From an optimization exercise on the open Yosys and OpenROAD flow, aimed at small area; shortcuts taken in it are not production practice.
Function was checked by simulation only, so behaviour that the tests miss may differ from the original.
Power is estimated from default activity; no workload was simulated.

==> garnet <==
==> flow/design.v <==
`timescale 1ns/1ps
package rvga_pkg;
  typedef logic [31:0] rvga_word;
  typedef logic [4:0]  rvga_reg;
  localparam rvga_word RVGA_PC_STEP = 32'd4;  
  localparam logic [6:0] OPC_OP     = 7'b0110011;
  localparam logic [6:0] OPC_OP_IMM = 7'b0010011;
  localparam logic [6:0] OPC_BRANCH = 7'b1100011;
  localparam logic [6:0] OPC_JAL    = 7'b1101111;
  localparam logic [2:0] F3_ADD  = 3'b000;  
  localparam logic [2:0] F3_SLL  = 3'b001;
  localparam logic [2:0] F3_SLT  = 3'b010;
  localparam logic [2:0] F3_SLTU = 3'b011;
  localparam logic [2:0] F3_XOR  = 3'b100;
  localparam logic [2:0] F3_SR   = 3'b101;  
  localparam logic [2:0] F3_OR   = 3'b110;
  localparam logic [2:0] F3_AND  = 3'b111;
  localparam logic [2:0] F3_BEQ  = 3'b000;
  localparam logic [2:0] F3_BNE  = 3'b001;
  localparam logic [2:0] F3_BLT  = 3'b100;
  localparam logic [2:0] F3_BGE  = 3'b101;
  localparam logic [2:0] F3_BLTU = 3'b110;
  localparam logic [2:0] F3_BGEU = 3'b111;
  typedef struct packed {
    logic [6:0] funct7;
    rvga_reg    rs2;
    rvga_reg    rs1;
    logic [2:0] funct3;
    rvga_reg    rd;
    logic [6:0] opcode;
  } rvga_r_view;
  typedef struct packed {
    logic [11:0] imm;
    rvga_reg     rs1;
    logic [2:0]  funct3;
    rvga_reg     rd;
    logic [6:0]  opcode;
  } rvga_i_view;
  typedef union packed {
    rvga_r_view r;
    rvga_i_view i;
  } rvga_instr_u;
endpackage
`timescale 1ns/1ps
module rvga_oai22 (
  input  logic a0_i, b0_i, a1_i, b1_i,
  output logic y_n_o
);
  assign y_n_o = ~((a0_i | b0_i) & (a1_i | b1_i));
endmodule
module rvga_aoi222 (
  input  logic a0_i, b0_i, a1_i, b1_i, a2_i, b2_i,
  output logic y_n_o
);
  assign y_n_o = ~((a0_i & b0_i) | (a1_i & b1_i) | (a2_i & b2_i));
endmodule
module rvga_aoi22 (
  input  logic a0_i, b0_i, a1_i, b1_i,
  output logic y_n_o
);
  assign y_n_o = ~((a0_i & b0_i) | (a1_i & b1_i));
endmodule
`timescale 1ns/1ps
`timescale 1ns/1ps
`timescale 1ns/1ps
module rvga_backend (
  input  logic     clk_i,
  input  logic     rst_n_i,
  input  logic     issue_v_i,
  input  rvga_pkg::rvga_word instr_i,
  input  rvga_pkg::rvga_word pc_i,
  output rvga_pkg::rvga_word br_tgt_o,
  output logic     br_v_o,
  output logic     btaken_o,
  output rvga_pkg::rvga_reg  rd_o,
  output rvga_pkg::rvga_word rd_data_o,
  output logic     rd_w_v_o,
  output logic     trace_v_o,
  output rvga_pkg::rvga_word trace_pc_o,
  output rvga_pkg::rvga_word trace_rd_data_o
);
  function automatic logic [32:0] bk_carry(input logic [31:0] p, input logic [31:0] g,
                                           input logic cin);
    logic [31:0] pp, gg;
    gg = g;
    pp = p;
    gg[0] = g[0] | (p[0] & cin);
    for (int d = 1; d < 32; d = d * 2) begin
      for (int i = 2 * d - 1; i < 32; i = i + 2 * d) begin
        gg[i] = gg[i] | (pp[i] & gg[i - d]);
        pp[i] = pp[i] & pp[i - d];
      end
    end
    for (int d = 8; d >= 1; d = d / 2) begin
      for (int i = 3 * d - 1; i < 32; i = i + 2 * d) begin
        gg[i] = gg[i] | (pp[i] & gg[i - d]);
        pp[i] = pp[i] & pp[i - d];
      end
    end
    bk_carry = {gg, cin};
  endfunction
  logic               s_v, s_op, s_op_imm, s_br, s_jal;
  logic [31:7]        s_ins;
  rvga_pkg::rvga_word s_pc;
  always_ff @(posedge clk_i or negedge rst_n_i) begin
    if (!rst_n_i) begin
      s_v      <= 1'b0;
      s_op     <= 1'b0;
      s_op_imm <= 1'b0;
      s_br     <= 1'b0;
      s_jal    <= 1'b0;
    end else begin
      s_v      <= issue_v_i;
      s_op     <= issue_v_i && (instr_i[6:0] == rvga_pkg::OPC_OP);
      s_op_imm <= issue_v_i && (instr_i[6:0] == rvga_pkg::OPC_OP_IMM);
      s_br     <= issue_v_i && (instr_i[6:0] == rvga_pkg::OPC_BRANCH);
      s_jal    <= issue_v_i && (instr_i[6:0] == rvga_pkg::OPC_JAL);
    end
  end
  always_ff @(posedge clk_i) begin
    s_ins <= instr_i[31:7];
    s_pc  <= pc_i;
  end
  rvga_pkg::rvga_reg  rs1, rs2, rd;
  logic               we, phase, inv1, inv2;
  rvga_pkg::rvga_word wd, wd_n;
  logic [31:1]        valid_q, wsel, wsel_n, sel1, sel2;
  rvga_pkg::rvga_word q [31:1];
  rvga_pkg::rvga_word d [31:1];
  rvga_pkg::rvga_word a_raw, b_raw, a, b;
  assign rs1 = s_ins[19:15];
  assign rs2 = s_ins[24:20];
  assign rd  = s_ins[11:7];
  always_ff @(posedge clk_i or negedge rst_n_i) begin
    if (!rst_n_i) valid_q <= '0;
    else          valid_q <= valid_q | wsel;
  end
  always_ff @(posedge clk_i) begin
    phase <= !phase;
  end
  assign wd_n = wd ^ {32{phase}};
  for (genvar k = 1; k < 32; k++) begin : g_reg
    assign wsel[k]   = we && (rd == k);
    assign wsel_n[k] = !wsel[k];
    assign sel1[k]   = valid_q[k] && !s_jal && (rs1 == k);
    assign sel2[k]   = valid_q[k] && (rs2 == k);
    for (genvar i = 0; i < 32; i++) begin : g_bit
      rvga_oai22 u_wm (.a0_i(q[k][i]), .b0_i(wsel[k]), .a1_i(wsel_n[k]), .b1_i(wd_n[i]),
                       .y_n_o(d[k][i]));
    end
    always_ff @(posedge clk_i) begin
      q[k] <= d[k];
    end
  end
  assign inv1 = phase && (|sel1);
  assign inv2 = phase && (|sel2);
  for (genvar i = 0; i < 32; i++) begin : g_rd
    logic [10:0] t1_n, t2_n;
    for (genvar j = 0; j < 10; j++) begin : g_t
      rvga_aoi222 u_r1 (.a0_i(sel1[3*j+1]), .b0_i(q[3*j+1][i]),
                        .a1_i(sel1[3*j+2]), .b1_i(q[3*j+2][i]),
                        .a2_i(sel1[3*j+3]), .b2_i(q[3*j+3][i]), .y_n_o(t1_n[j]));
      rvga_aoi222 u_r2 (.a0_i(sel2[3*j+1]), .b0_i(q[3*j+1][i]),
                        .a1_i(sel2[3*j+2]), .b1_i(q[3*j+2][i]),
                        .a2_i(sel2[3*j+3]), .b2_i(q[3*j+3][i]), .y_n_o(t2_n[j]));
    end
    rvga_aoi22 u_r1l (.a0_i(sel1[31]), .b0_i(q[31][i]), .a1_i(s_jal), .b1_i(s_pc[i]),
                      .y_n_o(t1_n[10]));
    assign t2_n[10] = !(sel2[31] && q[31][i]);
    assign a_raw[i] = !(&t1_n);
    assign b_raw[i] = !(&t2_n);
  end
  assign a = a_raw ^ {32{inv1}};
  assign b = b_raw ^ {32{inv2}};
  logic [2:0]  f3;
  logic        b30, s31;
  rvga_pkg::rvga_word y, y_x, p, g, sum, sh_in, shr, lg, tgt, r;
  logic [32:0] c;
  logic        sub, lts, ltu, eq, cond, alu_v, fill;
  logic        s_add, s_sll, s_slt, s_sltu, s_lg, s_sr;
  assign f3  = s_ins[14:12];
  assign b30 = s_ins[30];
  assign s31 = s_ins[31];
  always_comb begin
    if (s_op || s_br) y = b;
    else if (s_jal)   y = 32'd4;
    else              y = {{20{s31}}, s_ins[31:20]};
  end
  assign sub = !s_jal && (s_br || (f3[2:1] == 2'b01) || (f3 == 3'b000 && s_op && b30));
  assign y_x = y ^ {32{sub}};
  assign p   = a ^ y_x;
  assign g   = a & y_x;
  assign c   = bk_carry(p, g, sub);
  assign sum = p ^ c[31:0];
  assign ltu = !c[32];
  assign lts = (a[31] ^ y[31]) ? a[31] : sum[31];
  assign eq  = &p;    
  assign lg = f3[0] ? g : (p | ({32{f3[1]}} & g));
  always_comb begin
    for (int i = 0; i < 32; i++) sh_in[i] = f3[2] ? a[i] : a[31 - i];
    fill = f3[2] && b30 && a[31];
    shr  = rvga_pkg::rvga_word'($signed({fill, sh_in}) >>> y[4:0]);
  end
  always_comb begin
    logic [19:0] t_imm;
    logic [21:0] lo;
    t_imm = s_jal ? {s31, s_ins[19:12], s_ins[20], s_ins[30:21]}
                  : {{9{s31}}, s_ins[7], s_ins[30:25], s_ins[11:8]};
    lo = {1'b0, s_pc[20:0]} + {1'b0, t_imm, 1'b0};
    tgt[20:0] = lo[20:0];
    if (lo[21] && !s31)      tgt[31:21] = s_pc[31:21] + 11'd1;
    else if (!lo[21] && s31) tgt[31:21] = s_pc[31:21] - 11'd1;
    else                     tgt[31:21] = s_pc[31:21];
  end
  always_comb begin
    case (f3)
      3'b000:  cond = eq;
      3'b001:  cond = !eq;
      3'b100:  cond = lts;
      3'b101:  cond = !lts;
      3'b110:  cond = ltu;
      3'b111:  cond = !ltu;
      default: cond = 1'b0;
    endcase
  end
  assign alu_v  = s_op || s_op_imm;
  assign s_add  = (alu_v && f3 == 3'b000) || s_jal;    
  assign s_sll  = alu_v && f3 == 3'b001;
  assign s_slt  = alu_v && f3 == 3'b010;
  assign s_sltu = alu_v && f3 == 3'b011;
  assign s_sr   = alu_v && f3 == 3'b101;
  assign s_lg   = alu_v && f3[2] && (f3[1] || !f3[0]);
  always_comb begin
    for (int i = 0; i < 32; i++) begin
      r[i] = (s_add & sum[i]) | (s_sll & shr[31 - i]) | (s_sr & shr[i]) | (s_lg & lg[i])
           | (s_br & tgt[i]);
    end
    r[0] = r[0] | (s_slt & lts) | (s_sltu & ltu);
  end
  assign we = rd_w_v_o;
  assign wd = r;
  assign rd_o      = rd;
  assign rd_data_o = r;
  assign rd_w_v_o  = (alu_v || s_jal) && (rd != '0);
  assign br_v_o    = s_br || s_jal;
  assign btaken_o  = s_jal || (s_br && cond);
  assign br_tgt_o  = tgt;
  always_ff @(posedge clk_i or negedge rst_n_i) begin
    if (!rst_n_i) trace_v_o <= 1'b0;
    else          trace_v_o <= s_v;
  end
  always_ff @(posedge clk_i) begin
    trace_pc_o      <= s_pc;
    trace_rd_data_o <= r;
  end
endmodule
==> flow/flow/run.sh <==
#!/bin/bash
# Standard ORFS layout, except that ABC maps the logic for area (&nf with a
# large delay relaxation) instead of with the delay-oriented map command. The
# synthesis script is synth_recipe.tcl with the abc command wrapped to swap in
# flow/area.abc; everything else (register mapping, flattening, renaming and
# all later steps) is the standard flow's.
set -euo pipefail
W=$(pwd)
{
  echo "proc abc {args} {"
  echo "  set i [lsearch -exact \$args -script]"
  echo "  if { \$i >= 0 } { lset args [expr {\$i + 1}] $W/flow/area.abc }"
  echo "  yosys abc {*}\$args"
  echo "}"
  cat "$W/synth_recipe.tcl"
} > "$W/area_synth.tcl"
bash "$W/standard.sh" SYNTH_SCRIPT="$W/area_synth.tcl" finish > "$W/orfs_make.log" 2>&1
==> flow/flow/area.abc <==
&get -n
&st
&dch
&nf -R 1000
&put
==> flow/standard.sh <==
#!/bin/bash
# synth_recipe.tcl (not shown) runs the flow's synth.tcl, then flattens the netlist and writes it again
# the make line also repeats each setting of config.mk as NAME=value (left out here)
make -C /OpenROAD-flow-scripts/flow DESIGN_CONFIG=/design/flow/config.mk WORK_HOME=/design/flow/orfs CLKGATE_MAP_FILE= SYNTH_SCRIPT=/design/flow/synth_recipe.tcl "${@:-finish}"
==> flow/config.mk <==
export PLATFORM = sky130hd
export DESIGN_NAME = rvga_backend
export DESIGN_NICKNAME = rvga_backend
export VERILOG_FILES = /design/flow/design.v
export SDC_FILE = /design/flow/constraint.sdc
export NUM_CORES = 4
export LEC_CHECK = 0
export CAP_MARGIN = 20
export CORE_MARGIN = 2
export CORE_UTILIZATION = 55
export SETUP_SLACK_MARGIN = 0.2
export SLEW_MARGIN = 20
export SYNTH_HIERARCHICAL = 1
==> flow/constraint.sdc <==
create_clock -name core_clock -period 10.0 [get_ports {clk_i}]
set_input_delay 2.0000 -clock core_clock [delete_from_list [all_inputs] [get_ports {clk_i}]]
set_output_delay 2.0000 -clock core_clock [all_outputs]
set_load 0.01 [all_outputs]
==> inputs of maple, as changes to garnet <==
--- a/flow/design.v
+++ b/flow/design.v
@@ -123,27 +123,24 @@
   end
   rvga_pkg::rvga_reg  rs1, rs2, rd;
   logic               we, phase, inv1, inv2;
-  rvga_pkg::rvga_word wd, wd_n;
-  logic [31:1]        valid_q, wsel, wsel_n, sel1, sel2;
+  rvga_pkg::rvga_word wd_n;
+  logic [31:1]        wsel, wsel_n, sel1, sel2;
   rvga_pkg::rvga_word q [31:1];
   rvga_pkg::rvga_word d [31:1];
-  rvga_pkg::rvga_word a_raw, b_raw, a, b;
+  rvga_pkg::rvga_word a_raw, b_raw, a, y, y_imm;
+  logic               use_b;
   assign rs1 = s_ins[19:15];
   assign rs2 = s_ins[24:20];
   assign rd  = s_ins[11:7];
-  always_ff @(posedge clk_i or negedge rst_n_i) begin
-    if (!rst_n_i) valid_q <= '0;
-    else          valid_q <= valid_q | wsel;
-  end
   always_ff @(posedge clk_i) begin
-    phase <= !phase;
-  end
-  assign wd_n = wd ^ {32{phase}};
+    phase <= !(phase && rst_n_i);
+  end
+  assign wd_n = r_w ^ {32{phase && rst_n_i}};
   for (genvar k = 1; k < 32; k++) begin : g_reg
-    assign wsel[k]   = we && (rd == k);
+    assign wsel[k]   = (we && (rd == k)) || !rst_n_i;
     assign wsel_n[k] = !wsel[k];
-    assign sel1[k]   = valid_q[k] && !s_jal && (rs1 == k);
-    assign sel2[k]   = valid_q[k] && (rs2 == k);
+    assign sel1[k]   = !s_jal && (rs1 == k);
+    assign sel2[k]   = use_b && (rs2 == k);
     for (genvar i = 0; i < 32; i++) begin : g_bit
       rvga_oai22 u_wm (.a0_i(q[k][i]), .b0_i(wsel[k]), .a1_i(wsel_n[k]), .b1_i(wd_n[i]),
                        .y_n_o(d[k][i]));
@@ -166,25 +163,26 @@
     end
     rvga_aoi22 u_r1l (.a0_i(sel1[31]), .b0_i(q[31][i]), .a1_i(s_jal), .b1_i(s_pc[i]),
                       .y_n_o(t1_n[10]));
-    assign t2_n[10] = !(sel2[31] && q[31][i]);
+    assign t2_n[10] = !((sel2[31] && q[31][i]) || y_imm[i]);
     assign a_raw[i] = !(&t1_n);
     assign b_raw[i] = !(&t2_n);
   end
   assign a = a_raw ^ {32{inv1}};
-  assign b = b_raw ^ {32{inv2}};
+  assign y = b_raw ^ {32{inv2}};
   logic [2:0]  f3;
   logic        b30, s31;
-  rvga_pkg::rvga_word y, y_x, p, g, sum, sh_in, shr, lg, tgt, r;
+  rvga_pkg::rvga_word y_x, p, g, sum, sh_in, shr, lg, tgt, r, r_w;
   logic [32:0] c;
   logic        sub, lts, ltu, eq, cond, alu_v, fill;
   logic        s_add, s_sll, s_slt, s_sltu, s_lg, s_sr;
   assign f3  = s_ins[14:12];
   assign b30 = s_ins[30];
   assign s31 = s_ins[31];
-  always_comb begin
-    if (s_op || s_br) y = b;
-    else if (s_jal)   y = 32'd4;
-    else              y = {{20{s31}}, s_ins[31:20]};
+  assign use_b = s_op || s_br;
+  always_comb begin
+    if (use_b)      y_imm = '0;
+    else if (s_jal) y_imm = 32'd4;
+    else            y_imm = {{20{s31}}, s_ins[31:20]};
   end
   assign sub = !s_jal && (s_br || (f3[2:1] == 2'b01) || (f3 == 3'b000 && s_op && b30));
   assign y_x = y ^ {32{sub}};
@@ -237,8 +235,8 @@
     end
     r[0] = r[0] | (s_slt & lts) | (s_sltu & ltu);
   end
+  assign r_w = r & {32{rst_n_i}};
   assign we = rd_w_v_o;
-  assign wd = r;
   assign rd_o      = rd;
   assign rd_data_o = r;
   assign rd_w_v_o  = (alu_v || s_jal) && (rd != '0);
==> flow/flow/run.sh (replaced) <==
#!/bin/bash
# Standard ORFS layout with these changes:
#  - ABC maps the logic for area (&nf with a large delay relaxation, flow/area.abc)
#    instead of the delay-oriented map command. The synthesis script is
#    synth_recipe.tcl with the abc command wrapped to swap in that script; register
#    mapping, flattening and renaming are the standard flow's.
#  - port buffers are buf_1 (every input and output still gets one).
#  - CTS clusters up to 25 sinks per leaf buffer and inserts no dummy loads.
# The make output goes to orfs_make.log; each ORFS step logs under orfs/logs.
set -euo pipefail
W=$(pwd)
{
  echo "proc abc {args} {"
  echo "  set i [lsearch -exact \$args -script]"
  echo "  if { \$i >= 0 } { lset args [expr {\$i + 1}] $W/flow/area.abc }"
  echo "  yosys abc {*}\$args"
  echo "}"
  cat "$W/synth_recipe.tcl"
} > "$W/area_synth.tcl"
bash "$W/standard.sh" SYNTH_SCRIPT="$W/area_synth.tcl" \
  "BUFFER_PORTS_ARGS=-buffer_cell sky130_fd_sc_hd__buf_1" \
  "CTS_ARGS=-sink_clustering_enable -repair_clock_nets -dont_use_dummy_load -sink_clustering_size 25 -sink_clustering_max_diameter 50" \
  finish > "$W/orfs_make.log" 2>&1
--- a/flow/config.mk
+++ b/flow/config.mk
@@ -7,7 +7,7 @@
 export LEC_CHECK = 0
 export CAP_MARGIN = 20
 export CORE_MARGIN = 2
-export CORE_UTILIZATION = 55
-export SETUP_SLACK_MARGIN = 0.2
+export CORE_UTILIZATION = 60
+export SETUP_SLACK_MARGIN = 0.5
 export SLEW_MARGIN = 20
 export SYNTH_HIERARCHICAL = 1
==> impl_metrics.csv <==
group,metric,value,unit
power,p_sw,3.31,mW
outcome,status,"timing/DRC/antenna clean",
floorplan,rows,99,
final_layout,fin_cells,5849,
global_routing,grt_antenna_before_repair,3,
global_routing,grt_pass1_wl,306000,um
critical_path,crit_slowest_cell,"nand4_1",
drt,wl_per_cell,36.8,um
final_layout,final-seq-area,0.0225,mm2
floorplan,taps,959,
logic_synthesis,yosys-top-cells-count,"dfxtp_1 (1114), o22ai_1 (1013), a222oi_1 (640)",
logic_synthesis,synth_top_cells_by_area,"dfxtp_1 (50%), a222oi_1 (14%), o22ai_1 (14%)",
global_routing,grtUsageMet2,71.9,%
logic_synthesis,synth.distinct_cells,49,
[end of results for maple]
==> impl_metrics.csv <==
group,metric,value,unit
floorplan,rows,105,
power,p_sw,2.40,mW
outcome,status,"timing/DRC/antenna clean",
drt,wl_per_cell,37.2,um
global_routing,grtUsageMet2,72.2,%
floorplan,taps,1070,
logic_synthesis,synth_top_cells_by_area,"dfxtp_1 (49%), a222oi_1 (14%), o22ai_1 (14%)",
[end of results for garnet]

separate check: timing with driven ports:
How much do the figures lean on ideal ports? The routed layouts below were timed once more, with nothing changed but the port constraints.
Step 1 sets driving cells, clkbuf_16 on the clock port and buf_2 on the other inputs (assumed; they add their load-dependent delay and slew).
Step 2 moves the port delays by t, midway between the first and last clock arrival at a register: inputs arrive t later, outputs are due t later. That takes back most of the time a late clock gives input paths.
Three values: ideal, step 1, step 2; two values: the first two.
run	t (ns)	setup slack, ns	clock arrival spread, ns
garnet	0.814	0.351 / 0.274 / 1.088	0.049 / 0.050
maple	0.735	0.462 / 0.392 / 1.126	0.116 / 0.115
After both steps setup and hold are still met in every run listed.
